Context: an optimization exercise on an open-source flow, tuned for small area, a short achievable clock period and few clock cycles. The choices shown serve that exercise and are no tape-out recipe. No functional check of the RTL was part of any run shown here. Power and IR drop assume default switching activity.

`flow/design.v`:
```
package hll_pkg;
  localparam logic [2:0] OP_ADD      = 3'd0;
  localparam logic [2:0] OP_MERGE    = 3'd1;
  localparam logic [2:0] OP_LOAD     = 3'd2;
  localparam logic [2:0] OP_READ     = 3'd3;
  localparam logic [2:0] OP_ESTIMATE = 3'd4;
  localparam logic [40:0] S_LIN   = 41'h49b4acbe10;
  localparam logic [40:0] S_LARGE = 41'h00002b2fdd;
  localparam logic [40:0] S_TOP   = 41'h0000017087;
  localparam logic [41:0] REM47   = 42'h00000017087;
  localparam logic [41:0] REM43   = 42'h00000170876;
  localparam logic [41:0] REM26   = 42'h02e10ec0000;
  localparam logic [29:0] LN2_Q30 = 30'd744261118;
endpackage
module hll_ram #(
  parameter int unsigned GB = 5
) (
  input  logic                       clk,
  input  logic                       clr,
  input  logic                       wr_en,
  input  logic [8:0]                 wr_addr,
  input  logic [4:0]                 wr_data,
  input  logic [GB-1:0]              rd_addr,
  output logic [5*(1<<(9-GB))-1:0]   rd_part
);
  localparam int unsigned NG = 1 << (9 - GB);
  localparam int unsigned GS = 1 << GB;
  logic [511:0] plane0_r, plane1_r, plane2_r, plane3_r, plane4_r;
  logic [31:0]  sel_hi;
  logic [15:0]  sel_lo;
  logic [4:0]   wd;
  always_comb begin
    for (int k = 0; k < 32; k++) begin
      sel_hi[k] = clr || (wr_en && (wr_addr[8:4] == 5'(k)));
    end
    for (int j = 0; j < 16; j++) begin
      sel_lo[j] = clr || (wr_addr[3:0] == 4'(j));
    end
  end
  assign wd = clr ? 5'd0 : wr_data;
  for (genvar i = 0; i < 512; i++) begin : g_ent
    always_ff @(posedge clk) begin
      if (sel_hi[i / 16] && sel_lo[i % 16]) begin
        plane0_r[i] <= wd[0];
        plane1_r[i] <= wd[1];
        plane2_r[i] <= wd[2];
        plane3_r[i] <= wd[3];
        plane4_r[i] <= wd[4];
      end
    end
  end
  for (genvar g = 0; g < NG; g++) begin : g_rd
    logic [GS-1:0] p0, p1, p2, p3, p4;
    assign p0 = plane0_r[g*GS +: GS];
    assign p1 = plane1_r[g*GS +: GS];
    assign p2 = plane2_r[g*GS +: GS];
    assign p3 = plane3_r[g*GS +: GS];
    assign p4 = plane4_r[g*GS +: GS];
    assign rd_part[5*g +: 5] = {p4[rd_addr], p3[rd_addr], p2[rd_addr],
                                p1[rd_addr], p0[rd_addr]};
  end
endmodule
module hll_div (
  input  logic        clk,
  input  logic        rst_n,
  input  logic        start,
  input  logic [1:0]  mode,
  input  logic [40:0] divisor,
  output logic        done,
  output logic [47:0] quotient
);
  logic [40:0] rem_r;
  logic [47:0] q_r;
  logic [5:0]  cnt_r;
  logic        busy_r;
  logic        large_r;
  logic        done_r;
  logic        nd_bit;
  logic [41:0] rem_sh;
  logic [41:0] rem_sub;
  logic        q_bit;
  assign nd_bit  = large_r && ((cnt_r == 6'd47) || (cnt_r == 6'd46));
  assign rem_sh  = {rem_r, nd_bit};
  assign rem_sub = rem_sh - {1'b0, divisor};
  assign q_bit   = !rem_sub[41];
  always_ff @(posedge clk) begin
    if (!rst_n) begin
      busy_r <= 1'b0;
      done_r <= 1'b0;
    end else begin
      done_r <= busy_r && (cnt_r == 6'd1);
      if (start) begin
        busy_r  <= 1'b1;
        large_r <= (mode == 2'd2);
        q_r     <= '0;
        case (mode)
          2'd0:    begin rem_r <= hll_pkg::REM26[40:0]; cnt_r <= 6'd11; end
          2'd1:    begin rem_r <= hll_pkg::REM43[40:0]; cnt_r <= 6'd28; end
          default: begin rem_r <= hll_pkg::REM47[40:0]; cnt_r <= 6'd48; end
        endcase
      end else if (busy_r) begin
        rem_r <= q_bit ? rem_sub[40:0] : rem_sh[40:0];
        q_r   <= {q_r[46:0], q_bit};
        cnt_r <= cnt_r - 6'd1;
        if (cnt_r == 6'd1) begin
          busy_r <= 1'b0;
        end
      end
    end
  end
  assign done     = done_r;
  assign quotient = q_r;
endmodule
module hll_log2 (
  input  logic        clk,
  input  logic        rst_n,
  input  logic        start,
  input  logic [47:0] value,
  output logic        done,
  output logic [31:0] card,
  output logic        sat
);
  typedef enum logic [2:0] {S_IDLE, S_NORM, S_SQUARE, S_NEXT, S_PREP, S_MUL,
                              S_FIN}
    lstate_t;
  lstate_t     state_r;
  logic [47:0] v_r;        
  logic [5:0]  n_r;
  logic [31:0] frac_r;
  logic [63:0] acc_r;
  logic [4:0]  bit_r;      
  logic [4:0]  sq_r;       
  logic        done_r;
  logic [31:0] mcand;
  logic        mbit;
  logic [32:0] sum;
  logic [32:0] q;
  logic [37:0] d;
  logic [31:0] ln2_ext;
  assign ln2_ext = {2'b00, hll_pkg::LN2_Q30};
  assign mcand = v_r[47:16];
  assign mbit  = (state_r == S_MUL) ? ln2_ext[bit_r] : v_r[16 + bit_r];
  assign sum   = {1'b0, acc_r[63:32]} + (mbit ? {1'b0, mcand} : 33'd0);
  assign q     = acc_r[63:31];
  assign d     = {6'd48, 32'd0} - {n_r, frac_r};
  always_ff @(posedge clk) begin
    if (!rst_n) begin
      state_r <= S_IDLE;
      done_r  <= 1'b0;
    end else begin
      done_r <= 1'b0;
      case (state_r)
        S_IDLE: begin
          if (start) begin
            v_r     <= value;
            n_r     <= 6'd47;
            state_r <= S_NORM;
          end
        end
        S_NORM: begin
          acc_r <= '0;
          bit_r <= '0;
          sq_r  <= 5'd31;
          if (v_r[47]) begin
            state_r <= S_SQUARE;
          end else begin
            v_r <= v_r << 1;
            n_r <= n_r - 6'd1;
          end
        end
        S_SQUARE, S_MUL: begin
          acc_r <= {sum, acc_r[31:1]};
          bit_r <= bit_r + 5'd1;
          if (bit_r == 5'd31) begin
            state_r <= (state_r == S_MUL) ? S_FIN : S_NEXT;
          end
        end
        S_NEXT: begin
          frac_r       <= {frac_r[30:0], q[32]};
          v_r[47:16]   <= q[32] ? q[32:1] : q[31:0];
          acc_r        <= '0;
          sq_r         <= sq_r - 5'd1;
          if (sq_r == 5'd0) begin
            state_r <= S_PREP;
          end else begin
            state_r <= S_SQUARE;
          end
        end
        S_PREP: begin
          v_r[47:16] <= {2'b00, d[37:8]};
          state_r    <= S_MUL;
        end
        S_FIN: begin
          done_r  <= 1'b1;
          state_r <= S_IDLE;
        end
        default: begin
          state_r <= S_IDLE;
        end
      endcase
    end
  end
  assign done = done_r;
  assign card = (acc_r[59:54] != 6'd0) ? 32'hFFFF_FFFF : acc_r[53:22];
  assign sat  = (acc_r[59:54] != 6'd0);
endmodule
module hll_lin_rom (
  input  logic [9:0]  zeros,
  output logic [11:0] card
);
  localparam logic [511:0] T0 = 512'haaaaaaab554aad52a56a52969696925b649364c9999999ce738e3c3c3f03ffc007ff03e1c73999b24b52aaa56d939c0fe0e64aab63fc6a983767617bb66297ac;
  localparam logic [511:0] T1 = 512'h66666666ccd99b366cd9364db24db6c92db6d25b4b4b4b5ad6a56a956aa955555555aab56a52d2db6d9b33398e1c1ff01fe1c666d6a94ce00ed580d3996fcc0e;
  localparam logic [511:0] T2 = 512'h1e1e1e1e3c3878f1e3c70e3c71c38e38e38e31c738c738c6319ce6731998cccccccc999326c9b64924b69694a54ab555554a94b49b318f0001ccaa9c759b8edc;
  localparam logic [511:0] T3 = 512'h01fe01fe03f807f01fc0fe03f03f81f81f81f03f07c0f83e0f83e1f0f8783c3c3c3c7870e1c78e38e38e718c63398cccccd9b26db694a5555569331ff353ac02;
  localparam logic [511:0] T4 = 512'h0001fffe0007fff0003ffe000fff8007ff800fff003ff801ff801ff007f803fc03fc07f01fc07e07e07e0f83e0f87c3c3c3871e38e739cccccdb694aa59c6796;
  localparam logic [511:0] T5 = 512'h00000001fffffff0000001ffffff8000007fffff000007ffff80000ffff80003fffc000fffc001ffe001ff801ff803fc03f80fe07e0f83c3c3c718c66cb54852;
  localparam logic [511:0] T6 = 512'h000000000000000fffffffffffff800000000000ffffffffff8000000007fffffffc0000003fffffe000007ffff80003fff8001ffe007fc03fc0f83e1c73256a;
  localparam logic [511:0] T7 = 512'h00000000000000000000000000007fffffffffffffffffffff800000000000000003ffffffffffffe00000000007fffffff8000001ffffc0003ff801fc0f1cd0;
  localparam logic [511:0] T8 = 512'h000000000000000000000000000000000000000000000000007fffffffffffffffffffffffffffffe0000000000000000007ffffffffffc0000007fffc00fc34;
  localparam logic [511:0] T9 = 512'h000000000000000000000000000000000000000000000000000000000000000000000000000000001fffffffffffffffffffffffffffffc00000000003fffc0c;
  localparam logic [511:0] T10 = 512'h000000000000000000000000000000000000000000000000000000000000000000000000000000000000000000000000000000000000003ffffffffffffffc02;
  localparam logic [511:0] T11 = 512'h000000000000000000000000000000000000000000000000000000000000000000000000000000000000000000000000000000000000000000000000000003fe;
  always_comb begin
    card = 12'd0;
    if (!zeros[9]) begin
      card[0] = T0[zeros[8:0]];
      card[1] = T1[zeros[8:0]];
      card[2] = T2[zeros[8:0]];
      card[3] = T3[zeros[8:0]];
      card[4] = T4[zeros[8:0]];
      card[5] = T5[zeros[8:0]];
      card[6] = T6[zeros[8:0]];
      card[7] = T7[zeros[8:0]];
      card[8] = T8[zeros[8:0]];
      card[9] = T9[zeros[8:0]];
      card[10] = T10[zeros[8:0]];
      card[11] = T11[zeros[8:0]];
    end
  end
endmodule
module hyperloglog_sketch_core (
  input  logic        clk,
  input  logic        rst_n,
  input  logic        in_valid,
  output logic        in_ready,
  input  logic [2:0]  in_opcode,
  input  logic [31:0] in_hash_value,
  input  logic [9:0]  in_reg_index,
  input  logic [4:0]  in_reg_value,
  output logic        out_valid,
  input  logic        out_ready,
  output logic [4:0]  out_read_value,
  output logic [31:0] out_cardinality,
  output logic        out_saturated,
  output logic        out_changed
);
  typedef enum logic [1:0] {E_IDLE, E_CMP, E_DIV, E_LOG} estate_t;
  localparam int unsigned GB = 5;             
  localparam int unsigned NG = 1 << (9 - GB);  
  logic        rst_q;
  logic        in_ready_r;
  logic        vr_r;
  logic [2:0]  opr_r;
  logic [8:0]  idxr_r;
  logic [22:0] wr_r;
  logic [4:0]  valr_r;
  logic        v1_r;
  logic [2:0]  op1_r;
  logic [8:0]  idx1_r;
  logic [4:0]  nv1_r;
  logic [5*NG-1:0] part_r;
  logic        mx_r;       
  logic        mw_r;       
  logic        we2_r;
  logic [8:0]  widx2_r;
  logic [4:0]  wval2_r;
  logic [4:0]  old2_r;
  logic        we3_r;
  logic [4:0]  wval3_r;
  logic [40:0] s_r;
  logic [9:0]  z_r;
  logic [2:0]  cnt_r;
  logic        out_valid_r;
  logic [4:0]  q_rd_r  [4];
  logic        q_chg_r [4];
  logic        q_est_r [4];
  estate_t     est_r;
  logic        eb_r;
  logic [31:0] card_r;
  logic        sat_r;
  logic        large_r;
  logic        accept;
  logic        pop;
  logic [5*NG-1:0] part;
  logic [4:0]  rd_raw;
  logic [4:0]  rd;
  logic [4:0]  rank;
  logic [4:0]  nv;
  logic        is_am;
  logic        gt;
  logic        do_wr;
  logic        push_x;
  logic        est_req;
  logic        est_push;
  logic        push;
  logic [4:0]  push_rd;
  logic        push_chg;
  logic [2:0]  wpos;
  logic        est_in_q;
  logic [3:0]  res_n;
  logic        block_n;
  logic [31:0] t_new;
  logic [31:0] t_old;
  logic        div_start;
  logic [1:0]  div_mode;
  logic        div_done;
  logic [47:0] div_q;
  logic        log_start;
  logic        log_done;
  logic [31:0] log_card;
  logic        log_sat;
  logic [11:0] rom_card;
  logic        lin;
  logic        top;
  logic        in_large;
  assign accept = in_valid && in_ready_r;
  assign pop    = out_valid_r && out_ready;
  always_comb begin
    rank = 5'd24;
    for (int b = 0; b < 23; b++) begin
      if (wr_r[b]) begin
        rank = 5'(23 - b);
      end
    end
  end
  always_ff @(posedge clk) begin
    rst_q <= rst_n;
    opr_r  <= in_opcode;
    idxr_r <= (in_opcode == hll_pkg::OP_ADD) ? in_hash_value[8:0]
                                             : in_reg_index[8:0];
    wr_r   <= in_hash_value[22:0];
    valr_r <= in_reg_value;
    op1_r  <= opr_r;
    idx1_r <= idxr_r;
    nv1_r  <= (opr_r == hll_pkg::OP_ADD) ? rank : valr_r;
    part_r <= part;
    mx_r   <= (idxr_r == idx1_r);
    mw_r   <= (idxr_r == widx2_r);
    widx2_r <= idx1_r;
    wval2_r <= nv1_r;
    old2_r  <= rd;
    wval3_r <= wval2_r;
    if (!rst_n) begin
      vr_r  <= 1'b0;
      v1_r  <= 1'b0;
      we2_r <= 1'b0;
      we3_r <= 1'b0;
    end else begin
      vr_r  <= accept;
      v1_r  <= vr_r;
      we2_r <= do_wr;
      we3_r <= we2_r;
    end
  end
  hll_ram #(
    .GB (GB)
  ) u_ram (
    .clk     (clk),
    .clr     (!rst_q),
    .wr_en   (we2_r),
    .wr_addr (widx2_r),
    .wr_data (wval2_r),
    .rd_addr (idxr_r[GB-1:0]),
    .rd_part (part)
  );
  assign rd_raw = part_r[5*idx1_r[8:GB] +: 5];
  assign rd     = (we2_r && mx_r) ? wval2_r :
                  (we3_r && mw_r) ? wval3_r : rd_raw;
  assign nv     = nv1_r;
  assign is_am  = (op1_r == hll_pkg::OP_ADD) || (op1_r == hll_pkg::OP_MERGE);
  assign gt     = (nv > rd);
  assign do_wr  = v1_r && ((is_am && gt) || (op1_r == hll_pkg::OP_LOAD));
  assign push_x = v1_r && (op1_r != hll_pkg::OP_ESTIMATE);
  assign est_req = v1_r && (op1_r == hll_pkg::OP_ESTIMATE);
  assign push_rd  = est_push ? 5'd0 : ((op1_r == hll_pkg::OP_READ) ? rd : 5'd0);
  assign push_chg = !est_push && is_am && gt;
  assign t_new = 32'h8000_0000 >> wval2_r;
  assign t_old = 32'h8000_0000 >> old2_r;
  always_ff @(posedge clk) begin
    if (!rst_n) begin
      s_r <= 41'h100_0000_0000;
      z_r <= 10'd512;
    end else if (we2_r) begin
      s_r <= s_r + 41'(t_new) - 41'(t_old);
      z_r <= z_r - 10'(old2_r == 5'd0) + 10'(wval2_r == 5'd0);
    end
  end
  assign push = push_x || est_push;
  assign wpos = cnt_r - 3'(pop);
  assign est_in_q = (q_est_r[0] && (cnt_r >= 3'd1)) ||
                    (q_est_r[1] && (cnt_r >= 3'd2)) ||
                    (q_est_r[2] && (cnt_r >= 3'd3)) ||
                    (q_est_r[3] && (cnt_r >= 3'd4));
  always_ff @(posedge clk) begin
    if (pop) begin
      q_rd_r[0]  <= q_rd_r[1];
      q_chg_r[0] <= q_chg_r[1];
      q_est_r[0] <= q_est_r[1];
      q_rd_r[1]  <= q_rd_r[2];
      q_chg_r[1] <= q_chg_r[2];
      q_est_r[1] <= q_est_r[2];
      q_rd_r[2]  <= q_rd_r[3];
      q_chg_r[2] <= q_chg_r[3];
      q_est_r[2] <= q_est_r[3];
    end
    if (push) begin
      q_rd_r[wpos[1:0]]  <= push_rd;
      q_chg_r[wpos[1:0]] <= push_chg;
      q_est_r[wpos[1:0]] <= est_push;
    end
    if (!rst_n) begin
      cnt_r       <= 3'd0;
      out_valid_r <= 1'b0;
    end else begin
      cnt_r       <= cnt_r + 3'(push) - 3'(pop);
      out_valid_r <= (cnt_r + 3'(push) - 3'(pop)) != 3'd0;
    end
  end
  assign res_n   = 4'(cnt_r) + 4'(vr_r) + 4'(v1_r) + 4'(eb_r) + 4'(accept)
                   - 4'(pop);
  assign block_n = (accept && (in_opcode == hll_pkg::OP_ESTIMATE)) ||
                   (vr_r && (opr_r == hll_pkg::OP_ESTIMATE)) || est_req ||
                   (eb_r && !est_push);
  always_ff @(posedge clk) begin
    if (!rst_n) begin
      in_ready_r <= 1'b1;
    end else begin
      in_ready_r <= !block_n && (res_n <= 4'd3);
    end
  end
  assign lin   = (s_r >= hll_pkg::S_LIN);
  assign top   = (s_r <= hll_pkg::S_TOP);
  assign in_large = (s_r <= hll_pkg::S_LARGE);
  always_comb begin
    est_push  = 1'b0;
    div_start = 1'b0;
    div_mode  = 2'd1;
    log_start = 1'b0;
    case (est_r)
      E_CMP: begin
        if (!est_in_q) begin
          if (lin && (z_r != 10'd0)) begin
            est_push = 1'b1;
          end else if (lin) begin
            div_start = 1'b1;
            div_mode  = 2'd0;
          end else if (top) begin
            est_push = 1'b1;
          end else begin
            div_start = 1'b1;
            div_mode  = in_large ? 2'd2 : 2'd1;
          end
        end
      end
      E_DIV: begin
        est_push  = div_done && !large_r;
        log_start = div_done && large_r;
      end
      E_LOG: begin
        est_push = log_done;
      end
      default: begin
        est_push = 1'b0;
      end
    endcase
  end
  always_ff @(posedge clk) begin
    if (!rst_n) begin
      est_r <= E_IDLE;
      eb_r  <= 1'b0;
    end else begin
      if (est_req) begin
        eb_r <= 1'b1;
      end else if (est_push) begin
        eb_r <= 1'b0;
      end
      case (est_r)
        E_IDLE: begin
          if (est_req) begin
            est_r <= E_CMP;
          end
        end
        E_CMP: begin
          if (est_push) begin
            est_r <= E_IDLE;
          end else if (div_start) begin
            est_r <= E_DIV;
          end
        end
        E_DIV: begin
          if (est_push) begin
            est_r <= E_IDLE;
          end else if (log_start) begin
            est_r <= E_LOG;
          end
        end
        E_LOG: begin
          if (est_push) begin
            est_r <= E_IDLE;
          end
        end
        default: begin
          est_r <= E_IDLE;
        end
      endcase
    end
  end
  always_ff @(posedge clk) begin
    case (est_r)
      E_CMP: begin
        large_r <= in_large;
        if (lin) begin
          card_r <= 32'(rom_card);
          sat_r  <= 1'b0;
        end else begin
          card_r <= 32'hFFFF_FFFF;
          sat_r  <= 1'b1;
        end
      end
      E_DIV: begin
        card_r <= div_q[31:0];
        sat_r  <= 1'b0;
      end
      E_LOG: begin
        card_r <= log_card;
        sat_r  <= log_sat;
      end
      default: begin
        card_r <= card_r;
      end
    endcase
  end
  hll_lin_rom u_rom (
    .zeros (z_r),
    .card  (rom_card)
  );
  hll_div u_div (
    .clk      (clk),
    .rst_n    (rst_n),
    .start    (div_start),
    .mode     (div_mode),
    .divisor  (s_r),
    .done     (div_done),
    .quotient (div_q)
  );
  hll_log2 u_log2 (
    .clk   (clk),
    .rst_n (rst_n),
    .start (log_start),
    .value (48'd0 - div_q),
    .done  (log_done),
    .card  (log_card),
    .sat   (log_sat)
  );
  assign in_ready        = in_ready_r;
  assign out_valid       = out_valid_r;
  assign out_read_value  = q_rd_r[0];
  assign out_changed     = q_chg_r[0];
  assign out_cardinality = q_est_r[0] ? card_r : 32'd0;
  assign out_saturated   = q_est_r[0] && sat_r;
endmodule
```
`flow/run.sh`:
```
#!/bin/bash
# synth_recipe.tcl (not shown) runs the flow's synth.tcl, then flattens the netlist and writes it again
# the make line also repeats each setting of config.mk as NAME=value (left out here)
make -C /OpenROAD-flow-scripts/flow DESIGN_CONFIG=/design/flow/config.mk WORK_HOME=/design/flow/orfs CLKGATE_MAP_FILE= SYNTH_SCRIPT=/design/flow/synth_recipe.tcl finish
```
`flow/config.mk`:
```
export PLATFORM = sky130hd
export DESIGN_NAME = hyperloglog_sketch_core
export DESIGN_NICKNAME = hyperloglog_sketch_core
export VERILOG_FILES = /design/flow/design.v
export SDC_FILE = /design/flow/constraint.sdc
export NUM_CORES = 4
export LEC_CHECK = 0
export ABC_CLOCK_PERIOD_IN_PS = 3000
export CAP_MARGIN = 30
export CORE_MARGIN = 2
export CORE_UTILIZATION = 30
export SETUP_SLACK_MARGIN = 5
export SLEW_MARGIN = 30
```
`flow/constraint.sdc`:
```
create_clock -name core_clock -period 11.0 [get_ports {clk}]
set_input_delay 2.2000 -clock core_clock [delete_from_list [all_inputs] [get_ports {clk}]]
set_output_delay 2.2000 -clock core_clock [all_outputs]
set_load 0.01 [all_outputs]
```
==> results of run 1 <==
what timing repair did:
action / CTS / global route
gates cloned: 0 / 1
hold buffers: 0 / 0
gates resized for setup: 1 / 1
endpoints found under the setup margin: 2 / 2
buffers inserted: 3 / 2
kinds of logic (layout without fill, tap and decap cells):
group,count (synthesis),in the layout,share of synthesized area (%)
DFF,3089,3089,67.4
and+or+nand+nor,1872,1872,6.39
muxes,1058,1059,15.8
AOI/OAI and AO/OA,1013,1013,4.92
buffers and inverters,698,1041,1.97
adders and majority gates,224,224,2.29
xor gates and xnor gates,187,187,1.22
other,0,22,0
area by class of cell:
class                      count  share of cell area [%]
antenna                       22                  0.0359
clock buffer                 418                    5.74
clock inverter               173                    1.22
inverter                     203                   0.497
multi-input combinational   4355                    27.1
sequential                  3089                    58.9
tap                         5928                    4.83
timing repair buffer         247                    1.66
path summary, 6_finish.rpt:
path,start,end,slack [ps],cells after the start
setup / recovery,u_log2.v_r[47],u_log2.acc_r[63],5490,17
setup reg to reg,u_log2.v_r[47],u_log2.acc_r[63],5490,17
hold / removal,nv1_r[2],wval2_r[2],350,0
hold reg to reg,nv1_r[2],wval2_r[2],350,0
per-stage QoR:
| stage | total power [uW] | util [%] |
|---|---|---|
| 2_1_floorplan | 15600 | - |
| 3_3_place_gp | 16500 | 31.9 |
| 4_1_cts | 27600 | 34.4 |
| 5_1_grt | 28300 | 34.5 |
| 3_5_place_dp | 16600 | 32.0 |
| 6_report | 27400 | 34.5 |
worst register-to-register path, stage by stage, from the launching register on:
cell	delay (ps)
sky130_fd_sc_hd__edfxtp_1	530
sky130_fd_sc_hd__mux4_2	530
sky130_fd_sc_hd__mux4_2	510
sky130_fd_sc_hd__mux4_2	640
sky130_fd_sc_hd__and2_1	230
sky130_fd_sc_hd__ha_1	210
sky130_fd_sc_hd__inv_1	80
sky130_fd_sc_hd__fa_1	190
sky130_fd_sc_hd__nor2b_1	60
sky130_fd_sc_hd__o21ai_0	190
sky130_fd_sc_hd__nand2b_1	140
sky130_fd_sc_hd__a211oi_1	390
sky130_fd_sc_hd__o31ai_1	240
sky130_fd_sc_hd__a221oi_2	460
sky130_fd_sc_hd__o211ai_1	260
sky130_fd_sc_hd__a311oi_2	350
sky130_fd_sc_hd__o21ai_0	140
sky130_fd_sc_hd__o211a_1	120
sequential cells by signal (all words and copies together), names as in the netlist, 6 cells and up:
name and count:
u_ram.plane0_r 512, u_ram.plane1_r 512, u_ram.plane2_r 512, u_ram.plane3_r 512
u_ram.plane4_r 512, part_r 80, u_div.q_r 48, u_log2.v_r 48
u_log2.acc_r 42, s_r 41, u_div.rem_r 41, card_r 32
u_log2.frac_r 32, wr_r 23, q_rd_r 20, z_r 10
idx1_r 9, idxr_r 9, widx2_r 9, u_div.cnt_r 6
u_log2.n_r 6
power by group through the flow:
stage	Sequential, uW	Clock (uW)	Combinational, uW
after floorplan	13800	0	1790
after CTS	13700	11200	2730
after global routing	13700	11700	2900
final	13700	11000	2700
after detailed placement	13900	0	2710
after global placement	13900	0	2640
metal layers:
metal	vias up	part of all wire [%]	global-route usage, %
li1	32400	-	-
met1	38700	42	19.6
met3	546	6.3	2.06
met4	0	3.3	4.78
met5	-	0	0
met2	2660	49	24.3
cells in the mapped netlist (all sizes together), types with 19 or more instances:
| library cell | n |
|---|---|
| o21bai | 25 |
| mux2i | 73 |
| and2 | 104 |
| nand2b | 36 |
| xor2 | 84 |
| or3 | 36 |
| o211ai | 43 |
| nand3 | 91 |
| a31oi | 48 |
| nor2 | 880 |
| a21o | 58 |
| o21a | 27 |
| fa | 37 |
| mux4 | 839 |
| dfxtp | 233 |
| o31ai | 21 |
| xnor2 | 103 |
| nand4 | 26 |
| inv | 200 |
| a32o | 19 |
| nand3b | 23 |
| mux2 | 146 |
| o21ai | 254 |
| and3 | 20 |
| edfxtp | 2856 |
| buf | 76 |
| a211oi | 64 |
| nand2 | 348 |
| ha | 187 |
| a21oi | 253 |
| nor3 | 110 |
| o311ai | 25 |
| a222oi | 20 |
| nor2b | 95 |
| nor4 | 32 |
| clkbuf | 419 |
==> results.json, run 1 <==
{
  "clockRootBuffer": "sky130_fd_sc_hd__clkbuf_16",
  "critical_path_peak_fanout": 16,
  "dpl_cell_area_sq_um": 143000,
  "finalSetupViolCount": 0,
  "powerDensity_nw_per_um2": 178,
  "ys_seq_elements": 3089,
  "place.port_buffers": 84,
  "numPlacedInstances": 13800,
  "areaGrowthSynthToFinish_pct": 14.4,
  "grt.overflow.total": 0,
  "synth_async_sr_flop_share_pct": 0,
  "synth_cell_types": 89,
  "i_o_pins": 95,
  "die_area_sq_um": 453000,
  "die_w_um": 673,
  "data_required_critical_path_ps": 11620,
  "cp_num_buf_inv": 1,
  "hold_viol": 0,
  "die_h_um": 673,
  "maximum_number_of_pins_on_one_net_before_global_route_repair": 193,
  "tightest_hold_margin_ps": 354,
  "detail_route.wl_per_cell_um": 23.6,
  "antenna_found_initial": 15,
  "gr-usage-all-layers_pct": 14.6,
  "std_cell_rows": 245,
  "part_of_the_total_power_dissipated_in_combinational_logic_pct": 9.9,
  "worst_ir_drop_vdd_v": 0.000133,
  "worst_slew_pin_slew_ps": 1110,
  "first_global_vias": 75600,
  "antenna_violating_nets_post_route": 0,
  "critical_path.cell_chain": "mux4_2 > mux4_2 > mux4_2 > and2_1 > ha_1 > inv_1 > fa_1 > nor2b_1 > o21ai_0 > nand2b_1 > a211oi_1 > o31ai_1 > a221oi_2 > o211ai_1 > a311oi_2 > o21ai_0 > o211a_1",
  "finalWeightedCongestion": 0.855,
  "floorplan.initialDensity_pct": 30.1,
  "detail_route.iter0.violations": 7771,
  "cellInternalPower_uw": 20900,
  "num-nets-final": 8498,
  "cap_viol_max_count": 0,
  "synth.yosys.seq_area_share_pct": 67.4,
  "clk_transition_reported_paths_ps": 60,
  "worst-setup-path-type": "register to register",
  "crit_path_start_kind": "register",
  "syn-instance-count": 8141,
  "clock_sinks": 3089,
  "number_of_remaining_drc_errors": 0,
  "cp_arrival_ps": 6130,
  "period_minus_slack_ps": 5510,
  "fillerInstances": 41800,
  "mostFrequentLayoutCell": "sky130_fd_sc_hd__edfxtp_1",
  "post_route_cells_drive_above_1_share_pct": 20.2,
  "p_clk_share_pct": 40.3,
  "clock_skew_ps": 104,
  "synth_ff_type": "sky130_fd_sc_hd__edfxtp_1",
  "status": "complete, no violations",
  "dpl.hpwl_um": 217000,
  "worst_skew_late_latency_ps": 950,
  "fmaxAchievable_mhz": 181,
  "setup_repair_after_global_routing_missed_its_margin": "false",
  "cpMaxStageDelayCell": "sky130_fd_sc_hd__mux4_2",
  "critical-path-top-delay-family": "compound AO/OA/AOI/OAI gates",
  "worstHoldPathType": "register to register",
  "leading_cell_types_by_total_area_after_synthesis": "sky130_fd_sc_hd__edfxtp_1, sky130_fd_sc_hd__mux4_2, sky130_fd_sc_hd__dfxtp_1",
  "layout_common_cells": "sky130_fd_sc_hd__edfxtp_1, sky130_fd_sc_hd__nor2_1, sky130_fd_sc_hd__mux4_2",
  "layoutNonFillerInstCount": 14400,
  "h_tree_level_count": 5,
  "synth-edff-count": 2856,
  "crit_path_end_kind": "register",
  "synth.net_count": 8419,
  "post_synth.cell_area_avg_sq_um": 16.5,
  "placeableCoreArea_sq_um": 445000,
  "ys.warnings.count": 5,
  "power_leakage_uw": 0.0526,
  "synth_top_area_cell": "sky130_fd_sc_hd__edfxtp_1",
  "layout_worst_path_cycle_share_pct": 50.1,
  "grt_pass1_wl_um": 503000,
  "final_critical_path_setup_slack_ps": 5490,
  "cts_tree": "built",
  "ctsLongestPathBuffers": 4,
  "swShare_pct": 23.6,
  "setup_tns_ps": 0,
  "stdcell_area_sq_um": 154000,
  "preCtsSetupSlack_ps": 4630,
  "seqPwrFrac_pct": 49.9,
  "routed_wire_length_um": 340000,
  "cts-buffers-inserted": 324,
  "timing_max_transition_violations_final": 0,
  "slew_headroom_pct": 25.3,
  "firstDrtPassIters": 8,
  "via_per_inst": 5.15,
  "net-switching-power_uw": 6460,
  "synth_area_sq_um": 134000,
  "vias": 74300,
  "multi_input_gate_area_sq_um": 41600,
  "final-seq-area_sq_um": 90500,
  "cp_common_cell": "sky130_fd_sc_hd__mux4_2",
  "critical-path-max-stage-delay_ps": 640,
  "netlist.area_leader.share_pct": 63.9
}
==> run 2, diff against run 1 <==
--- a/flow/config.mk
+++ b/flow/config.mk
@@ -5,9 +5,9 @@
 export SDC_FILE = /design/flow/constraint.sdc
 export NUM_CORES = 4
 export LEC_CHECK = 0
-export ABC_CLOCK_PERIOD_IN_PS = 3000
-export CAP_MARGIN = 30
+export ABC_CLOCK_PERIOD_IN_PS = 2000
+export CAP_MARGIN = 60
 export CORE_MARGIN = 2
 export CORE_UTILIZATION = 30
 export SETUP_SLACK_MARGIN = 5
-export SLEW_MARGIN = 30
+export SLEW_MARGIN = 60
==> results.json, run 2 <==
{
  "status": "complete, no violations",
  "cts_hold_repair.buffers": 0,
  "cap_viol_max_count": 0,
  "via_per_inst": 5.14,
  "synth.net_count": 8419,
  "worst_slew_pin_slew_ps": 619,
  "finalWeightedCongestion": 0.855,
  "die_h_um": 673,
  "first_global_vias": 76000,
  "placeableCoreArea_sq_um": 445000,
  "power_leakage_uw": 0.0534,
  "die_area_sq_um": 453000,
  "holdPathStages": 0,
  "post_cts_resize_count": 0,
  "setup_tns_ps": 0,
  "worst-setup-path-type": "register to register",
  "grt.overflow.total": 0,
  "antenna_violating_nets_post_route": 0,
  "r2r_end": "u_log2.acc_r[63]",
  "num-nets-final": 8572,
  "ys.warnings.count": 5,
  "clk_transition_reported_paths_ps": 60,
  "powerDensity_nw_per_um2": 176,
  "grt_pass1_wl_um": 505000,
  "critical_path_peak_fanout": 16,
  "final-seq-area_sq_um": 90500,
  "crit_path_start_kind": "register",
  "die_w_um": 673,
  "worstHoldPathType": "register to register",
  "place.port_buffers": 84,
  "i_o_pins": 95,
  "layout_common_cells": "sky130_fd_sc_hd__edfxtp_1, sky130_fd_sc_hd__mux4_2, sky130_fd_sc_hd__nor2_1",
  "synth_cell_types": 89,
  "post-synth-top-count-cell": "sky130_fd_sc_hd__edfxtp_1",
  "cp_arrival_ps": 6280,
  "post_synth.cell_area_avg_sq_um": 16.5,
  "gr-usage-all-layers_pct": 14.6,
  "whs_endpoint": "widx2_r[4]",
  "detail_route.iter0.violations": 7716,
  "multi_input_gate_area_sq_um": 41900,
  "clock_sinks": 3089,
  "std_cell_rows": 245,
  "antenna_found_initial": 16,
  "highest_layer": "met4",
  "cts_tree": "built",
  "net-switching-power_uw": 6580,
  "dpl.hpwl_um": 224000,
  "synth_area_sq_um": 134000,
  "crit_path_end_kind": "register",
  "cts-buffers-inserted": 326,
  "synth_ff_type": "sky130_fd_sc_hd__edfxtp_1",
  "syn-instance-count": 8141,
  "routed-wl-met2_um": 166000,
  "routed_wire_length_um": 341000,
  "fillerInstances": 41400,
  "clockRootBuffer": "sky130_fd_sc_hd__clkbuf_16",
  "ctsLongestPathBuffers": 4,
  "clock_skew_ps": 115,
  "detail_route.wl_per_cell_um": 23.5,
  "mostFrequentLayoutCell": "sky130_fd_sc_hd__edfxtp_1",
  "met3WireLength_um": 21700,
  "maximum_number_of_pins_on_one_net_before_global_route_repair": 101,
  "leading_cell_types_by_total_area_after_synthesis": "sky130_fd_sc_hd__edfxtp_1, sky130_fd_sc_hd__mux4_2, sky130_fd_sc_hd__dfxtp_1",
  "worst_skew_late_latency_ps": 960,
  "part_of_the_total_power_dissipated_in_combinational_logic_pct": 10.2,
  "tightest_hold_margin_ps": 350,
  "cellInternalPower_uw": 20800,
  "synth_top_area_cell": "sky130_fd_sc_hd__edfxtp_1",
  "synth_async_sr_flop_share_pct": 0,
  "setup_repair_after_global_routing_missed_its_margin": "false",
  "finalSetupViolCount": 0,
  "timing.hold.worst.start": "idx1_r[4]",
  "data_required_critical_path_ps": 11630,
  "swShare_pct": 24.0,
  "firstDrtPassIters": 6,
  "timing_max_transition_violations_final": 0,
  "layout_worst_path_cycle_share_pct": 51.3,
  "number_of_remaining_drc_errors": 0,
  "vias": 74600,
  "synth.yosys.seq_area_share_pct": 67.4,
  "cts.repair_timing.setup_buffer_count": 0,
  "netlist.area_leader.share_pct": 63.9,
  "post_route_cells_drive_above_1_share_pct": 22.1,
  "areaGrowthSynthToFinish_pct": 15.8,
  "worst_ir_drop_vdd_v": 0.000138,
  "p_clk_share_pct": 40.0,
  "synth-edff-count": 2856,
  "hold_viol": 0,
  "ff2ff_path_depth": 18,
  "synth_commonest_cells": "sky130_fd_sc_hd__edfxtp_1, sky130_fd_sc_hd__nor2_1, sky130_fd_sc_hd__mux4_2",
  "r2r-start": "u_log2.bit_r[0]",
  "period_minus_slack_ps": 5640,
  "ys_seq_elements": 3089,
  "fmaxAchievable_mhz": 177,
  "h_tree_level_count": 5,
  "seqPwrFrac_pct": 49.8,
  "slew_headroom_pct": 58.7,
  "floorplan.initialDensity_pct": 30.1,
  "met1_length_um": 141000,
  "rrSetupSlack_ps": 5360
}
==> run 2: cell types whose count changed in the layout (fill, tap and decap cells not counted), moves of 10 or more <==
cell | before | now
sky130_fd_sc_hd__nor2_4 | 2 | 12
sky130_fd_sc_hd__dfxtp_1 | 218 | 206
sky130_fd_sc_hd__buf_4 | 125 | 82
sky130_fd_sc_hd__buf_12 | 18 | 36
sky130_fd_sc_hd__nor2_1 | 865 | 826
sky130_fd_sc_hd__clkinv_2 | 45 | 65
sky130_fd_sc_hd__buf_6 | 6 | 43
sky130_fd_sc_hd__clkbuf_8 | 22 | 32
sky130_fd_sc_hd__buf_16 | 11 | 33
sky130_fd_sc_hd__buf_8 | 3 | 20
sky130_fd_sc_hd__nor2_2 | 13 | 42
==> run 2: critical path, stage by stage (launching register included) <==
cell and delay (ps):
sky130_fd_sc_hd__edfxtp_1 420, sky130_fd_sc_hd__buf_4 200, sky130_fd_sc_hd__mux4_2 530, sky130_fd_sc_hd__mux4_2 520
sky130_fd_sc_hd__mux4_2 640, sky130_fd_sc_hd__and2_1 220, sky130_fd_sc_hd__ha_1 210, sky130_fd_sc_hd__inv_1 80
sky130_fd_sc_hd__fa_1 190, sky130_fd_sc_hd__nor2b_1 60, sky130_fd_sc_hd__o21ai_0 190, sky130_fd_sc_hd__nand2b_1 140
sky130_fd_sc_hd__a211oi_1 470, sky130_fd_sc_hd__o31ai_2 190, sky130_fd_sc_hd__a221oi_2 450, sky130_fd_sc_hd__o211ai_1 260
sky130_fd_sc_hd__a311oi_2 350, sky130_fd_sc_hd__o21ai_0 140, sky130_fd_sc_hd__o211a_1 120
==> run 2: power by group through the flow <==
| stage | sequential [uW] | combinational, uW | clock (uW) |
|---|---|---|---|
| floorplan | 13800 | 1790 | 0 |
| global placement | 13900 | 2640 | 0 |
| CTS | 13600 | 2800 | 11200 |
| finish | 13600 | 2800 | 10900 |
| global route | 13700 | 3000 | 11600 |
| detailed placement | 13900 | 2790 | 0 |
==> run 2: per-layer routing <==
metal,vias up,global-route usage (%)
met5,-,0
li1,32500,-
met1,38800,19.6
met2,2714,24.4
met3,581,2.03
met4,0,4.92
==> run 2: per-stage QoR <==
stage | cells | utilization [%] | cell area [sq um] | setup slack, ps | power (uW)
global placement | 13800 | 31.9 | 142000 | 4500 | 16500
floorplan | 8141 | - | 134000 | 5380 | 15600
global route | 14500 | 34.9 | 155000 | 5140 | 28300
CTS | 14500 | 34.8 | 155000 | 5160 | 27600
detailed placement | 13900 | 32.4 | 144000 | 5200 | 16700
finish | 14500 | 34.9 | 155000 | 5360 | 27400
==> run 2: how the worst max path moves through the flow <==
stage,start,to,cells past startpoint
after floorplan,rst_n,u_log2.v_r[16],5
after global placement,u_log2.bit_r[0],u_log2.acc_r[59],17
final,u_log2.bit_r[0],u_log2.acc_r[63],18
after global routing,u_log2.bit_r[0],u_log2.acc_r[63],18
after CTS,u_log2.bit_r[0],u_log2.acc_r[63],18
after detailed placement,u_log2.bit_r[0],u_log2.acc_r[63],18
==> run 2: kinds of logic after synthesis <==
| kind of cell | after synthesis | synth area share, % |
|---|---|---|
| simple gates | 1872 | 6.39 |
| fa+ha+maj | 224 | 2.29 |
| compound gates | 1013 | 4.92 |
| xor+xnor | 187 | 1.22 |
| flops | 3089 | 67.4 |
| buf+inv | 698 | 1.97 |
| mux | 1058 | 15.8 |
==> run 2: final cells by class <==
cell class | instances | share of cell area [%]
sequential | 3089 | 58.2
clock buffer | 405 | 5.60
inverter | 203 | 0.494
timing repair buffer | 319 | 2.65
multi-input combinational | 4355 | 27.0
clock inverter | 192 | 1.27
antenna | 13 | 0.0209
tap | 5928 | 4.77
==> run 3, diff against run 2 <==
--- a/flow/design.v
+++ b/flow/design.v
@@ -132,15 +132,18 @@
   logic [4:0]  sq_r;       
   logic        done_r;
   logic [31:0] mcand;
-  logic        mbit;
+  logic        mbit_r;     
+  logic [31:0] mplier;
+  logic [4:0]  bit_n;
   logic [32:0] sum;
   logic [32:0] q;
   logic [37:0] d;
   logic [31:0] ln2_ext;
   assign ln2_ext = {2'b00, hll_pkg::LN2_Q30};
   assign mcand = v_r[47:16];
-  assign mbit  = (state_r == S_MUL) ? ln2_ext[bit_r] : v_r[16 + bit_r];
-  assign sum   = {1'b0, acc_r[63:32]} + (mbit ? {1'b0, mcand} : 33'd0);
+  assign mplier = (state_r == S_MUL) ? ln2_ext : v_r[47:16];
+  assign bit_n  = bit_r + 5'd1;
+  assign sum    = {1'b0, acc_r[63:32]} + (mbit_r ? {1'b0, mcand} : 33'd0);
   assign q     = acc_r[63:31];
   assign d     = {6'd48, 32'd0} - {n_r, frac_r};
   always_ff @(posedge clk) begin
@@ -158,9 +161,10 @@
           end
         end
         S_NORM: begin
-          acc_r <= '0;
-          bit_r <= '0;
-          sq_r  <= 5'd31;
+          acc_r  <= '0;
+          bit_r  <= '0;
+          sq_r   <= 5'd31;
+          mbit_r <= v_r[16];
           if (v_r[47]) begin
             state_r <= S_SQUARE;
           end else begin
@@ -169,8 +173,9 @@
           end
         end
         S_SQUARE, S_MUL: begin
-          acc_r <= {sum, acc_r[31:1]};
-          bit_r <= bit_r + 5'd1;
+          acc_r  <= {sum, acc_r[31:1]};
+          bit_r  <= bit_n;
+          mbit_r <= mplier[bit_n];
           if (bit_r == 5'd31) begin
             state_r <= (state_r == S_MUL) ? S_FIN : S_NEXT;
           end
@@ -178,6 +183,7 @@
         S_NEXT: begin
           frac_r       <= {frac_r[30:0], q[32]};
           v_r[47:16]   <= q[32] ? q[32:1] : q[31:0];
+          mbit_r       <= q[32] ? q[1] : q[0];
           acc_r        <= '0;
           sq_r         <= sq_r - 5'd1;
           if (sq_r == 5'd0) begin
@@ -188,6 +194,7 @@
         end
         S_PREP: begin
           v_r[47:16] <= {2'b00, d[37:8]};
+          mbit_r     <= ln2_ext[0];
           state_r    <= S_MUL;
         end
         S_FIN: begin
@@ -254,11 +261,12 @@
   output logic        out_saturated,
   output logic        out_changed
 );
-  typedef enum logic [1:0] {E_IDLE, E_CMP, E_DIV, E_LOG} estate_t;
   localparam int unsigned GB = 5;             
   localparam int unsigned NG = 1 << (9 - GB);  
+  typedef enum logic [2:0] {E_IDLE, E_W1, E_W2, E_CMP, E_DIV, E_LOG} estate_t;
   logic        rst_q;
   logic        in_ready_r;
+  logic [2:0]  owed_r;     
   logic        vr_r;
   logic [2:0]  opr_r;
   logic [8:0]  idxr_r;
@@ -269,14 +277,20 @@
   logic [8:0]  idx1_r;
   logic [4:0]  nv1_r;
   logic [5*NG-1:0] part_r;
+  logic [NG-1:0]   pgt_r;   
   logic        mx_r;       
   logic        mw_r;       
+  logic        gtx_r;      
+  logic        gtw_r;      
   logic        we2_r;
   logic [8:0]  widx2_r;
   logic [4:0]  wval2_r;
   logic [4:0]  old2_r;
   logic        we3_r;
   logic [4:0]  wval3_r;
+  logic        dv_r;
+  logic [32:0] ds_r;
+  logic [1:0]  dz_r;
   logic [40:0] s_r;
   logic [9:0]  z_r;
   logic [2:0]  cnt_r;
@@ -289,13 +303,20 @@
   logic [31:0] card_r;
   logic        sat_r;
   logic        large_r;
+  logic        lin_r;
+  logic        top_r;
+  logic        lrg_r;
+  logic        zn_r;
+  logic [11:0] rom_r;
   logic        accept;
   logic        pop;
   logic [5*NG-1:0] part;
+  logic [NG-1:0]   pgt;
   logic [4:0]  rd_raw;
   logic [4:0]  rd;
   logic [4:0]  rank;
-  logic [4:0]  nv;
+  logic [4:0]  nvr;
+  logic        gt_raw;
   logic        is_am;
   logic        gt;
   logic        do_wr;
@@ -307,10 +328,10 @@
   logic        push_chg;
   logic [2:0]  wpos;
   logic        est_in_q;
-  logic [3:0]  res_n;
+  logic        room_n;
   logic        block_n;
-  logic [31:0] t_new;
-  logic [31:0] t_old;
+  logic [32:0] t_new;
+  logic [32:0] t_old;
   logic        div_start;
   logic [1:0]  div_mode;
   logic        div_done;
@@ -320,9 +341,6 @@
   logic [31:0] log_card;
   logic        log_sat;
   logic [11:0] rom_card;
-  logic        lin;
-  logic        top;
-  logic        in_large;
   assign accept = in_valid && in_ready_r;
   assign pop    = out_valid_r && out_ready;
   always_comb begin
@@ -333,6 +351,12 @@
       end
     end
   end
+  assign nvr = (opr_r == hll_pkg::OP_ADD) ? rank : valr_r;
+  always_comb begin
+    for (int g = 0; g < NG; g++) begin
+      pgt[g] = (nvr > part[5*g +: 5]);
+    end
+  end
   always_ff @(posedge clk) begin
     rst_q <= rst_n;
     opr_r  <= in_opcode;
@@ -342,10 +366,13 @@
     valr_r <= in_reg_value;
     op1_r  <= opr_r;
     idx1_r <= idxr_r;
-    nv1_r  <= (opr_r == hll_pkg::OP_ADD) ? rank : valr_r;
+    nv1_r  <= nvr;
     part_r <= part;
+    pgt_r  <= pgt;
     mx_r   <= (idxr_r == idx1_r);
     mw_r   <= (idxr_r == widx2_r);
+    gtx_r  <= (nvr > nv1_r);
+    gtw_r  <= (nvr > wval2_r);
     widx2_r <= idx1_r;
     wval2_r <= nv1_r;
     old2_r  <= rd;
@@ -374,25 +401,32 @@
     .rd_part (part)
   );
   assign rd_raw = part_r[5*idx1_r[8:GB] +: 5];
+  assign gt_raw = pgt_r[idx1_r[8:GB]];
   assign rd     = (we2_r && mx_r) ? wval2_r :
                   (we3_r && mw_r) ? wval3_r : rd_raw;
-  assign nv     = nv1_r;
+  assign gt     = (we2_r && mx_r) ? gtx_r :
+                  (we3_r && mw_r) ? gtw_r : gt_raw;
   assign is_am  = (op1_r == hll_pkg::OP_ADD) || (op1_r == hll_pkg::OP_MERGE);
-  assign gt     = (nv > rd);
   assign do_wr  = v1_r && ((is_am && gt) || (op1_r == hll_pkg::OP_LOAD));
   assign push_x = v1_r && (op1_r != hll_pkg::OP_ESTIMATE);
   assign est_req = v1_r && (op1_r == hll_pkg::OP_ESTIMATE);
   assign push_rd  = est_push ? 5'd0 : ((op1_r == hll_pkg::OP_READ) ? rd : 5'd0);
   assign push_chg = !est_push && is_am && gt;
-  assign t_new = 32'h8000_0000 >> wval2_r;
-  assign t_old = 32'h8000_0000 >> old2_r;
+  assign t_new = 33'h0_8000_0000 >> wval2_r;
+  assign t_old = 33'h0_8000_0000 >> old2_r;
   always_ff @(posedge clk) begin
+    ds_r <= t_new - t_old;
+    dz_r <= 2'(wval2_r == 5'd0) - 2'(old2_r == 5'd0);
     if (!rst_n) begin
-      s_r <= 41'h100_0000_0000;
-      z_r <= 10'd512;
-    end else if (we2_r) begin
-      s_r <= s_r + 41'(t_new) - 41'(t_old);
-      z_r <= z_r - 10'(old2_r == 5'd0) + 10'(wval2_r == 5'd0);
+      dv_r <= 1'b0;
+      s_r  <= 41'h100_0000_0000;
+      z_r  <= 10'd512;
+    end else begin
+      dv_r <= we2_r;
+      if (dv_r) begin
+        s_r <= s_r + {{8{ds_r[32]}}, ds_r};
+        z_r <= z_r + {{8{dz_r[1]}}, dz_r};
+      end
     end
   end
   assign push = push_x || est_push;
@@ -426,21 +460,32 @@
       out_valid_r <= (cnt_r + 3'(push) - 3'(pop)) != 3'd0;
     end
   end
-  assign res_n   = 4'(cnt_r) + 4'(vr_r) + 4'(v1_r) + 4'(eb_r) + 4'(accept)
-                   - 4'(pop);
+  always_comb begin
+    case ({accept, pop})
+      2'b10:   room_n = (owed_r <= 3'd2);
+      2'b01:   room_n = (owed_r <= 3'd4);
+      default: room_n = (owed_r <= 3'd3);
+    endcase
+  end
   assign block_n = (accept && (in_opcode == hll_pkg::OP_ESTIMATE)) ||
                    (vr_r && (opr_r == hll_pkg::OP_ESTIMATE)) || est_req ||
                    (eb_r && !est_push);
   always_ff @(posedge clk) begin
     if (!rst_n) begin
       in_ready_r <= 1'b1;
+      owed_r     <= 3'd0;
     end else begin
-      in_ready_r <= !block_n && (res_n <= 4'd3);
+      in_ready_r <= !block_n && room_n;
+      owed_r     <= owed_r + 3'(accept) - 3'(pop);
     end
   end
-  assign lin   = (s_r >= hll_pkg::S_LIN);
-  assign top   = (s_r <= hll_pkg::S_TOP);
-  assign in_large = (s_r <= hll_pkg::S_LARGE);
+  always_ff @(posedge clk) begin
+    lin_r <= (s_r >= hll_pkg::S_LIN);
+    top_r <= (s_r <= hll_pkg::S_TOP);
+    lrg_r <= (s_r <= hll_pkg::S_LARGE);
+    zn_r  <= (z_r != 10'd0);
+    rom_r <= rom_card;
+  end
   always_comb begin
     est_push  = 1'b0;
     div_start = 1'b0;
@@ -449,16 +494,16 @@
     case (est_r)
       E_CMP: begin
         if (!est_in_q) begin
-          if (lin && (z_r != 10'd0)) begin
+          if (lin_r && zn_r) begin
             est_push = 1'b1;
-          end else if (lin) begin
+          end else if (lin_r) begin
             div_start = 1'b1;
             div_mode  = 2'd0;
-          end else if (top) begin
+          end else if (top_r) begin
             est_push = 1'b1;
           end else begin
             div_start = 1'b1;
-            div_mode  = in_large ? 2'd2 : 2'd1;
+            div_mode  = lrg_r ? 2'd2 : 2'd1;
           end
         end
       end
@@ -487,9 +532,15 @@
       case (est_r)
         E_IDLE: begin
           if (est_req) begin
-            est_r <= E_CMP;
+            est_r <= E_W1;
           end
         end
+        E_W1: begin
+          est_r <= E_W2;
+        end
+        E_W2: begin
+          est_r <= E_CMP;
+        end
         E_CMP: begin
           if (est_push) begin
             est_r <= E_IDLE;
@@ -518,9 +569,9 @@
   always_ff @(posedge clk) begin
     case (est_r)
       E_CMP: begin
-        large_r <= in_large;
-        if (lin) begin
-          card_r <= 32'(rom_card);
+        large_r <= lrg_r;
+        if (lin_r) begin
+          card_r <= 32'(rom_r);
           sat_r  <= 1'b0;
         end else begin
           card_r <= 32'hFFFF_FFFF;
--- a/flow/config.mk
+++ b/flow/config.mk
@@ -5,9 +5,9 @@
 export SDC_FILE = /design/flow/constraint.sdc
 export NUM_CORES = 4
 export LEC_CHECK = 0
-export ABC_CLOCK_PERIOD_IN_PS = 2000
-export CAP_MARGIN = 60
+export ABC_CLOCK_PERIOD_IN_PS = 3000
+export CAP_MARGIN = 30
 export CORE_MARGIN = 2
 export CORE_UTILIZATION = 30
 export SETUP_SLACK_MARGIN = 5
-export SLEW_MARGIN = 60
+export SLEW_MARGIN = 30
==> results.json, run 3 <==
{
  "worst_slew_pin_slew_ps": 1040,
  "netlist.area_leader.share_pct": 62.4,
  "setup_tns_ps": 0,
  "ff2ff_path_depth": 10,
  "timing.hold.worst.start": "nv1_r[4]",
  "place.port_buffers": 84,
  "gr-usage-all-layers_pct": 14.2,
  "slew_headroom_pct": 30.4,
  "cts_tree": "built",
  "std_cell_rows": 248,
  "post-synth-top-count-cell": "sky130_fd_sc_hd__edfxtp_1",
  "fmaxAchievable_mhz": 190,
  "finalWeightedCongestion": 0.882,
  "i_o_pins": 95,
  "cts_hold_repair.buffers": 0,
  "cap_viol_max_count": 0,
  "mostFrequentLayoutCell": "sky130_fd_sc_hd__edfxtp_1",
  "maximum_number_of_pins_on_one_net_before_global_route_repair": 212,
  "synth-edff-count": 2857,
  "post_cts_resize_count": 0,
  "dpl.hpwl_um": 214000,
  "vias": 76600,
  "rrSetupSlack_ps": 5730,
  "leading_cell_types_by_total_area_after_synthesis": "sky130_fd_sc_hd__edfxtp_1, sky130_fd_sc_hd__mux4_2, sky130_fd_sc_hd__dfxtp_1",
  "clk_transition_reported_paths_ps": 60,
  "tightest_hold_margin_ps": 357,
  "clock_sinks": 3163,
  "synth_area_sq_um": 138000,
  "synth.net_count": 8852,
  "antenna_found_initial": 7,
  "placeableCoreArea_sq_um": 456000,
  "period_minus_slack_ps": 5270,
  "worst-setup-path-type": "register to register",
  "detail_route.wl_per_cell_um": 22.7,
  "timing_max_transition_violations_final": 0,
  "worst_ir_drop_vdd_v": 0.000134,
  "grt_pass1_wl_um": 508000,
  "hold_viol": 0,
  "power_leakage_uw": 0.0529,
  "die_area_sq_um": 464000,
  "num-nets-final": 8912,
  "antenna_violating_nets_post_route": 0,
  "holdPathStages": 0,
  "crit_path_start_kind": "register",
  "ys.warnings.count": 5,
  "cts.repair_timing.setup_buffer_count": 0,
  "synth_commonest_cells": "sky130_fd_sc_hd__edfxtp_1, sky130_fd_sc_hd__nor2_1, sky130_fd_sc_hd__mux4_2",
  "detail_route.iter0.violations": 8022,
  "post_synth.cell_area_avg_sq_um": 16.1,
  "finalSetupViolCount": 0,
  "cts-buffers-inserted": 320,
  "clock_skew_ps": 87.6,
  "via_per_inst": 5.12,
  "syn-instance-count": 8525,
  "firstDrtPassIters": 8,
  "clockRootBuffer": "sky130_fd_sc_hd__clkbuf_16",
  "post_route_cells_drive_above_1_share_pct": 18.8,
  "fillerInstances": 42800,
  "synth.yosys.seq_area_share_pct": 66.8,
  "ys_seq_elements": 3163,
  "synth_ff_type": "sky130_fd_sc_hd__edfxtp_1",
  "layout_common_cells": "sky130_fd_sc_hd__edfxtp_1, sky130_fd_sc_hd__nor2_1, sky130_fd_sc_hd__mux4_2",
  "number_of_remaining_drc_errors": 0,
  "layout_worst_path_cycle_share_pct": 47.9,
  "h_tree_level_count": 5,
  "r2r_end": "pgt_r[10]",
  "floorplan.initialDensity_pct": 30.1,
  "startpoint_of_the_most_critical_setup_path": "idxr_r[0]",
  "first_global_vias": 77700,
  "whs_endpoint": "wval2_r[4]",
  "data_required_critical_path_ps": 11860,
  "powerDensity_nw_per_um2": 179,
  "worstHoldPathType": "register to register",
  "synth_cell_types": 102,
  "grt.overflow.total": 0,
  "setup_repair_after_global_routing_missed_its_margin": "false",
  "synth_async_sr_flop_share_pct": 0,
  "status": "complete, no violations",
  "die_h_um": 681,
  "crit_path_end_kind": "register",
  "cp_arrival_ps": 6130,
  "areaGrowthSynthToFinish_pct": 13.8,
  "die_w_um": 681,
  "r2r-start": "idxr_r[0]",
  "ctsLongestPathBuffers": 4,
  "critical_path_peak_fanout": 33,
  "synth_top_area_cell": "sky130_fd_sc_hd__edfxtp_1",
  "routed_wire_length_um": 339000,
  "worst_skew_late_latency_ps": 940
}
-- run 3: cell count changes after synthesis, sizes merged, moves of 40 or more --
cell,change
nor2,+46
xnor2,+53
buf,+40
dfxtp,+73
and2,+41
mux2,-68
mux2i,+86
a21oi,+128
ha,+79
-- run 3: worst max-delay path by stage --
stage	to	depth (start not counted)
2_1_floorplan	u_ram.plane2_r[0]	3
3_3_place_gp	pgt_r[10]	10
3_5_place_dp	pgt_r[10]	10
4_1_cts	pgt_r[10]	10
5_1_grt	pgt_r[10]	10
6_report	pgt_r[10]	10
-- run 3: layout make-up --
| class | count | area, sq um | share of cell area, % |
|---|---|---|---|
| Clock buffer | 397 | 8560 | 5.46 |
| Timing Repair Buffer | 240 | 2360 | 1.51 |
| Sequential cell | 3163 | 92000 | 58.7 |
| Clock inverter | 176 | 1840 | 1.18 |
| Antenna cell | 3 | 7.51 | 0.00479 |
| Tap cell | 6125 | 7660 | 4.89 |
| Multi-Input combinational cell | 4675 | 43500 | 27.8 |
| Inverter | 185 | 696 | 0.444 |
-- run 3: power breakdown --
| part | internal (uW) | switching (uW) | total (uW) |
|---|---|---|---|
| Combinational | 1240 | 1780 | 3020 |
| Sequential | 13900 | 284 | 14200 |
| Clock | 6230 | 4630 | 10900 |
-- run 3: kinds of logic after synthesis --
group	count (synthesis)	share of synthesized area (%)
buffers and inverters	687	1.91
muxes	1074	15.5
DFF	3163	66.8
adders and majority gates	289	2.64
AOI/OAI and AO/OA	1170	5.29
and+or+nand+nor	1912	6.40
xor gates and xnor gates	230	1.46
-- run 3: critical path: stages, from the launching register on --
cell and delay (ps):
sky130_fd_sc_hd__dfxtp_4 800, sky130_fd_sc_hd__buf_4 630, sky130_fd_sc_hd__buf_4 670, sky130_fd_sc_hd__mux4_2 620
sky130_fd_sc_hd__mux4_2 510, sky130_fd_sc_hd__mux2i_1 800, sky130_fd_sc_hd__ha_1 380, sky130_fd_sc_hd__nand2_1 90
sky130_fd_sc_hd__o21ai_0 100, sky130_fd_sc_hd__maj3_1 360, sky130_fd_sc_hd__o22ai_1 140
-- run 3: routing by layer --
metal	routed length [um]	share of wire, %	track usage (%)	vias up
li1	-	-	-	33600
met1	144000	42	19.5	39700
met2	165000	48	23.8	2764
met3	21200	6.2	1.78	567
met4	9770	2.9	4.01	0
met5	0	0	0	-
-- run 3: stage by stage --
| step | utilization [%] | instance area [sq um] | setup WS, ps | cells | total power (uW) |
|---|---|---|---|---|---|
| after floorplan | - | 138000 | 1480 | 8525 | 16400 |
| after CTS | 34.3 | 156000 | 5590 | 15000 | 28300 |
| after global routing | 34.3 | 157000 | 5400 | 15000 | 29000 |
| after detailed placement | 32.0 | 146000 | 5580 | 14400 | 17400 |
| after global placement | 32.0 | 146000 | 5620 | 14400 | 17300 |
| final | 34.3 | 157000 | 5730 | 15000 | 28000 |

-- afterwards: timing with drivers on the ports --
No port has a modelled driver above. Below, the same layouts with a new extraction and two added sets of constraints.
Step 1 assumes that a clkbuf_16 drives the clock port and a buf_2 every other input.
Step 2 also shifts input and output timing later by t, the mid clock arrival at the registers, as if the neighbouring blocks saw the same clock.
Slacks: ideal ports / drivers / drivers and shift; pairs: ideal ports / drivers.
run	t (ns)	setup slack, ns	hold slack, ns	clock arrival spread, ns	slew at the worst register clock pin (ns)
run 1	0.999	5.488 / 5.488 / 5.488	0.354 / 0.354 / 0.354	0.110 / 0.110	0.07 / 0.07
run 2	1.003	5.359 / 5.359 / 5.359	0.350 / 0.350 / 0.350	0.115 / 0.114	0.07 / 0.07
run 3	0.999	5.733 / 5.733 / 5.733	0.357 / 0.357 / 0.357	0.098 / 0.098	0.07 / 0.07
After both steps setup and hold are still met in every run listed.
